Context: an optimization exercise on an open-source flow, tuned for small area and a short achievable clock period. The choices shown serve that exercise and are no tape-out recipe.
The RTL was checked by simulation tests, not by an equivalence proof against the original design.

<file path="flow/design.v">
package accum_bank_pkg;
  localparam int sys_cols   = 4;
  localparam int P_BITWIDTH = 16;
  localparam int ROW_MAX_W = 8;
  typedef struct packed {
    logic                 valid;
    logic                 first;
    logic                 last;
    logic [ROW_MAX_W-1:0] row;
  } acc_ctrl_t;
endpackage
module accum_column
#(
  parameter int IN_W     = accum_bank_pkg::P_BITWIDTH,
  parameter int ACC_W    = 32,
  parameter int DEPTH    = 16,
  parameter bit SATURATE = 1'b1,
  parameter int ROW_W    = $clog2(DEPTH)
) (
  input  logic             clk,
  input  logic             rst,
  input  accum_bank_pkg::acc_ctrl_t ctrl_i,
  input  logic [IN_W-1:0]  data_i,
  output logic             valid_o,
  output logic [ROW_W-1:0] row_o,
  output logic [ACC_W-1:0] data_o,
  output logic             ovf_o
);
  localparam logic [ACC_W-1:0] ACC_MAX = {1'b0, {(ACC_W-1){1'b1}}};
  localparam logic [ACC_W-1:0] ACC_MIN = {1'b1, {(ACC_W-1){1'b0}}};
  logic [ACC_W:0]   buf_q [DEPTH];
  logic [ACC_W:0]   rd_s;
  logic [ACC_W:0]   sum_s;
  logic [ACC_W-1:0] x_ext_s;
  logic [ACC_W-1:0] res_s;
  logic             ovf_s;
  logic             res_ovf_s;
  logic             emit_s;
  logic             valid_q, valid_d;
  logic [ROW_W-1:0] row_q, row_d;
  logic [ACC_W-1:0] data_q, data_d;
  logic             ovf_q, ovf_d;
  assign x_ext_s = ACC_W'($signed(data_i));
  always_comb begin
    rd_s = '0;
    for (int i = 0; i < DEPTH; i++) begin
      rd_s = (ctrl_i.row == accum_bank_pkg::ROW_MAX_W'(i)) ? buf_q[i] : rd_s;
    end
  end
  always_comb begin
    sum_s     = {rd_s[ACC_W-1], rd_s[ACC_W-1:0]} + {x_ext_s[ACC_W-1], x_ext_s};
    ovf_s     = sum_s[ACC_W] ^ sum_s[ACC_W-1];
    res_s     = sum_s[ACC_W-1:0];
    res_ovf_s = rd_s[ACC_W] | ovf_s;
    if (ctrl_i.first) begin
      res_s     = x_ext_s;
      res_ovf_s = 1'b0;
    end else if (ovf_s && SATURATE) begin
      res_s = sum_s[ACC_W] ? ACC_MIN : ACC_MAX;
    end else begin
      res_s = sum_s[ACC_W-1:0];
    end
  end
  always_comb begin
    emit_s  = ctrl_i.valid & ctrl_i.last;
    valid_d = emit_s;
    row_d   = emit_s ? ctrl_i.row[ROW_W-1:0] : row_q;
    data_d  = emit_s ? res_s : data_q;
    ovf_d   = emit_s ? res_ovf_s : ovf_q;
  end
  always_ff @(posedge clk) begin
    for (int i = 0; i < DEPTH; i++) begin
      if (ctrl_i.valid && (ctrl_i.row == accum_bank_pkg::ROW_MAX_W'(i))) begin
        buf_q[i] <= {res_ovf_s, res_s};
      end
    end
  end
  always_ff @(posedge clk or posedge rst) begin
    if (rst) begin
      valid_q <= 1'b0;
      row_q   <= '0;
      data_q  <= '0;
      ovf_q   <= 1'b0;
    end else begin
      valid_q <= valid_d;
      row_q   <= row_d;
      data_q  <= data_d;
      ovf_q   <= ovf_d;
    end
  end
  assign valid_o = valid_q;
  assign row_o   = row_q;
  assign data_o  = data_q;
  assign ovf_o   = ovf_q;
endmodule
module accum_bank
#(
  parameter int COLS     = accum_bank_pkg::sys_cols,
  parameter int IN_W     = accum_bank_pkg::P_BITWIDTH,
  parameter int ACC_W    = 32,
  parameter int DEPTH    = 16,
  parameter bit SATURATE = 1'b1,
  localparam int ROW_W   = $clog2(DEPTH)
) (
  input  logic                  clk,
  input  logic                  rst,
  input  logic                  i_valid,
  input  logic                  i_first,
  input  logic                  i_last,
  input  logic [COLS*IN_W-1:0]  i_data,
  output logic [COLS-1:0]       o_valid,
  output logic [COLS*ROW_W-1:0] o_row,
  output logic [COLS*ACC_W-1:0] o_data,
  output logic [COLS-1:0]       o_ovf,
  output logic                  o_tile_done
);
  logic [accum_bank_pkg::ROW_MAX_W-1:0] row_q, row_d;
  logic                 done_q, done_d;
  accum_bank_pkg::acc_ctrl_t            head_s;
  localparam int CW = accum_bank_pkg::ROW_MAX_W + 3;   
  logic [COLS*CW-1:0]   ctrl_s;
  accum_bank_pkg::acc_ctrl_t tail_s;
  always_comb begin
    if (!i_valid) begin
      row_d = row_q;
    end else if (row_q == accum_bank_pkg::ROW_MAX_W'(DEPTH-1)) begin
      row_d = '0;
    end else begin
      row_d = row_q + accum_bank_pkg::ROW_MAX_W'(1);
    end
  end
  always_comb begin
    head_s.valid = i_valid;
    head_s.first = i_first;
    head_s.last  = i_last;
    head_s.row   = row_q;
    tail_s = ctrl_s[(COLS-1)*CW +: CW];
    done_d = tail_s.valid && tail_s.last &&
             (tail_s.row == accum_bank_pkg::ROW_MAX_W'(DEPTH-1));
  end
  always_ff @(posedge clk or posedge rst) begin
    if (rst) begin
      row_q  <= '0;
      done_q <= 1'b0;
    end else begin
      row_q  <= row_d;
      done_q <= done_d;
    end
  end
  assign o_tile_done = done_q;
  for (genvar c = 0; c < COLS; c++) begin : g_lane
    if (c == 0) begin : g_head
      assign ctrl_s[0 +: CW] = head_s;
    end else begin : g_skew
      accum_bank_pkg::acc_ctrl_t ctrl_q;
      always_ff @(posedge clk or posedge rst) begin
        if (rst) begin
          ctrl_q <= '0;
        end else begin
          ctrl_q <= ctrl_s[(c-1)*CW +: CW];
        end
      end
      assign ctrl_s[c*CW +: CW] = ctrl_q;
    end
    accum_column #(
      .IN_W    (IN_W),
      .ACC_W   (ACC_W),
      .DEPTH   (DEPTH),
      .SATURATE(SATURATE),
      .ROW_W   (ROW_W)
    ) u_col (
      .clk    (clk),
      .rst    (rst),
      .ctrl_i (ctrl_s[c*CW +: CW]),
      .data_i (i_data[c*IN_W +: IN_W]),
      .valid_o(o_valid[c]),
      .row_o  (o_row[c*ROW_W +: ROW_W]),
      .data_o (o_data[c*ACC_W +: ACC_W]),
      .ovf_o  (o_ovf[c])
    );
  end
endmodule
</file>
<file path="flow/run.sh">
#!/bin/bash
# synth_recipe.tcl (not shown) runs the flow's synth.tcl, then flattens the netlist and writes it again
# the make line also repeats each setting of config.mk as NAME=value (left out here)
make -C /OpenROAD-flow-scripts/flow DESIGN_CONFIG=/design/flow/config.mk WORK_HOME=/design/flow/orfs CLKGATE_MAP_FILE= SYNTH_SCRIPT=/design/flow/synth_recipe.tcl finish
</file>
<file path="flow/constraint.sdc">
create_clock -name core_clock -period 7.5 [get_ports {clk}]
set_input_delay 1.5000 -clock core_clock [delete_from_list [all_inputs] [get_ports {clk}]]
set_output_delay 1.5000 -clock core_clock [all_outputs]
set_load 0.01 [all_outputs]
</file>
<file path="flow/config.mk">
export PLATFORM = sky130hd
export DESIGN_NAME = accum_bank
export DESIGN_NICKNAME = accum_bank
export VERILOG_FILES = /design/flow/design.v
export SDC_FILE = /design/flow/constraint.sdc
export NUM_CORES = 4
export LEC_CHECK = 0
export CAP_MARGIN = 20
export CORE_MARGIN = 2
export CORE_UTILIZATION = 40
export SLEW_MARGIN = 20
</file>
==> impl_metrics.tcl <==
set metrics [dict create \
    whs_ns 0.386 \
    drtPass1Iterations 6 \
    clk_latency_ns 0.91 \
    place_congestion 0.924 \
    grt_pass1_vias 60600 \
    grt_usage_pct 23.2 \
    hp-class "flip-flop to flip-flop" \
    synthesis.area_mm2 0.0951 \
    post_cts_buffers 0 \
    grt_max_degree 80 \
    clock_skew_ns 0.0731 \
    io_pins 222 \
    rsz0062_at_grt "false" \
    ys.flop_type "edfxtp_1" \
    synth_warnings 3 \
    antenna_found_initial 3 \
    die_h_um 492 \
    slowest_stage "or4_1" \
    dp.final_hpwl_mm 183 \
    crit_path_end_kind "flip-flop" \
    synthCells 6391 \
    fmax_mhz 142 \
    clock-root-buffer "clkbuf_16" \
    synth_cell_types 97 \
    worst-path-stages 22 \
    htree_levels 4 \
    clock_sinks 2306 \
    period_minus_slack_ns 7.05 \
    initial_core_util_pct 40.3 \
    yosysSeqAreaShare_pct 71.8 \
    fin_nets 7133 \
    synth_edf_count 2112 \
    core_region_area_mm2 0.236 \
    critPathMaxStageDelay_ns 0.81 \
    area_growth_pct 17.5 \
    hold_violations 0 \
    cp.arrival_ns 7.65 \
    cap_violations 0 \
    die_w_um 492 \
    crit_family "compound AO/OA/AOI/OAI gates" \
    grt_overflow 0 \
    critPathBufInv 5 \
    fin_area_mm2 0.112 \
    cts_tree "built" \
    numCtsBuffers 235 \
    viasPerCell 6.00 \
    cts.clk_slew.worst_paths_ns 0.06 \
    wirelength_mm 286 \
    slew_headroom_pct 23.2 \
    run_status "complete, no violations" \
    reg2regPathDepth 22 \
    vias 61700 \
    pre_cts_ws_ns -0.0178 \
    path_class "flip-flop to flip-flop" \
    dieArea_mm2 0.242 \
    crit_path_start_kind "flip-flop" \
    syn_area_per_cell_um2 14.9 \
    ant_nets 0 \
    final_max_slew_viol_count 0 \
    layout.cells.most_common "edfxtp_1" \
    drtIter0Drc 7098 \
    worstMarginPinSlew_ns 1.15 \
    async_flop_share_pct 8.41 \
    layout_worst_path_cycle_share_pct 94.0 \
    cp_common_cell "buf_4" \
    required_ns 8.10 \
    setup_tns_ns 0 \
    setup_viol 0 \
    setup_ws_ns 0.447 \
    path_cells "or4_1, nor2_1, nand2_1, o221ai_1, a21oi_1, a221oi_1, o22ai_1, buf_4, ha_1, a21o_1, a221oi_2, buf_4, o221ai_1, a21oi_1, a31oi_1, a21o_1, and3_1, buf_4, buf_4, a21oi_1, o21ai_1, buf_12" \
    final_cell_mix "edfxtp_1, nand2_1, buf_4" \
    fin_util_pct 47.4 \
    whs_path_depth 0 \
    cp_max_fo 16 \
    grt_pass1_wl_mm 418 \
    placed_cell_area_mm2 0.104 \
    drc_errors 0 \
    io_buffers 221 \
    ys_ff_latch 2306 \
    final_layout_size_suffix_gt1_share_pct 16.2 \
    std_cell_rows 178 \
    synth_nets 6596 \
    cts_buffer_depth 3 \
    wl_per_cell_um 27.8 \
]
flip-flops by register name, summed over array words and instances, names as in the netlist:
register              flops
g_lane.u_col.valid_q      4
g_lane.u_col.row_q       16
row_q                     8
done_q                    1
g_lane.u_col.buf_q     2112
g_lane.u_col.ovf_q        4
g_lane.g_skew.ctrl_q     33
g_lane.u_col.data_q     128
worst paths after layout:
kind / end / startpoint / slack, ns
worst max-delay path: g_lane[0].u_col.buf_q[3][23] / row_q[4] / 0.45
worst min-delay path: g_lane[2].g_skew.ctrl_q[4] / g_lane[1].g_skew.ctrl_q[4] / 0.39
worst max register to register: g_lane[0].u_col.buf_q[3][23] / row_q[4] / 0.45
worst min register to register: g_lane[2].g_skew.ctrl_q[4] / g_lane[1].g_skew.ctrl_q[4] / 0.39
max in group asynchronous: g_lane[1].g_skew.ctrl_q[0] / rst / 4.76
min in group asynchronous: g_lane[1].u_col.data_q[29] / rst / 1.11
cells by family after synthesis:
family	after synthesis	share of synthesized area, %
AOI/OAI and AO/OA	1840	13.3
xor gates and xnor gates	101	0.930
adders and majority gates	142	1.89
buffers and inverters	419	1.79
DFF	2306	71.8
muxes	227	3.79
and+or+nand+nor	1356	6.47
routing by layer:
metal  up-vias  wire (um)  GRT usage [%]
met3       453      21400           3.19
met5         -          0              0
met1     31900     123000           33.2
met2      2728     133000           36.9
li1      26600          -              -
met4         0       8010           6.59
synthesized netlist by cell type (all sizes together), types with 16 or more instances:
master  instances  area share [%]
o221ai         22            0.21
clkbuf        273             1.1
buf            86            0.47
o21ai         380             2.0
a211oi         40            0.32
or3            17            0.12
mux4           99             2.3
ha            132             1.7
mux2i          56            0.59
xnor2          57            0.53
o211ai         47            0.38
a22oi         116            0.92
inv            58            0.23
xor2           44            0.41
nand3         128            0.67
edfxtp       2112              67
nand2b         19            0.13
dfrtp         194             5.1
a31oi         112            0.74
and3           64            0.42
a221oi        203             1.9
and2           44            0.29
nand2         454             1.8
o31ai          37            0.37
a21o           54            0.43
o21a           36            0.28
nor2b          35            0.23
o21bai         16            0.13
a221o          96             1.0
nor3           71            0.37
nor2          428             1.7
a21oi         379             2.0
nand4          32            0.21
mux2           72            0.85
o22ai          69            0.45
a22o           87            0.80
a222oi         23            0.24
cell type report:
cell class / instances / area (um^2)
diodes: 2 / 5.00
repair buffers: 659 / 5740
flip-flops and latches: 2306 / 68300
clock buffers: 302 / 6260
clock inverters: 142 / 1630
well taps: 3150 / 3940
fillers: 20200 / 124000
inverters: 60 / 233
multi-input cells: 3666 / 25600
what timing repair did:
| action | CTS | global route |
|---|---|---|
| hold endpoints to repair | 0 | 0 |
| gates resized for setup | 2 | 4 |
| hold buffers | 0 | 0 |
| endpoints found under the setup margin | 32 | 64 |
per-stage QoR:
stage | std cells
4_1_cts | 10300
6_report | 10300
3_3_place_gp | 9837
2_1_floorplan | 6391
3_5_place_dp | 9838
5_1_grt | 10300

port drivers added, routing unchanged:
No port has a modelled driver above. Below, the same layout with a new extraction and two added sets of constraints. Step 1: set_driving_cell puts a clkbuf_16 on clk and a buf_2 on each other input, an assumption about the parent block. Step 2 also shifts input and output timing later by t, the mid clock arrival at the registers, as if the neighbouring blocks saw the same clock. Slacks: no drivers / after step 1 / after step 2; pairs: no drivers / after step 1.
shift t [ns]: 0.953
slack for setup (ns): 0.447 / 0.447 / 0.447
clock arrival spread, ns: 0.073 / 0.073
worst register clock-pin slew, ns: 0.07 / 0.07
pins driven straight from the clock port: 1
After both steps this run still meets setup and hold. For this run, drivers alone change the setup slack by 0.000 ns; drivers and shift together by 0.000 ns.
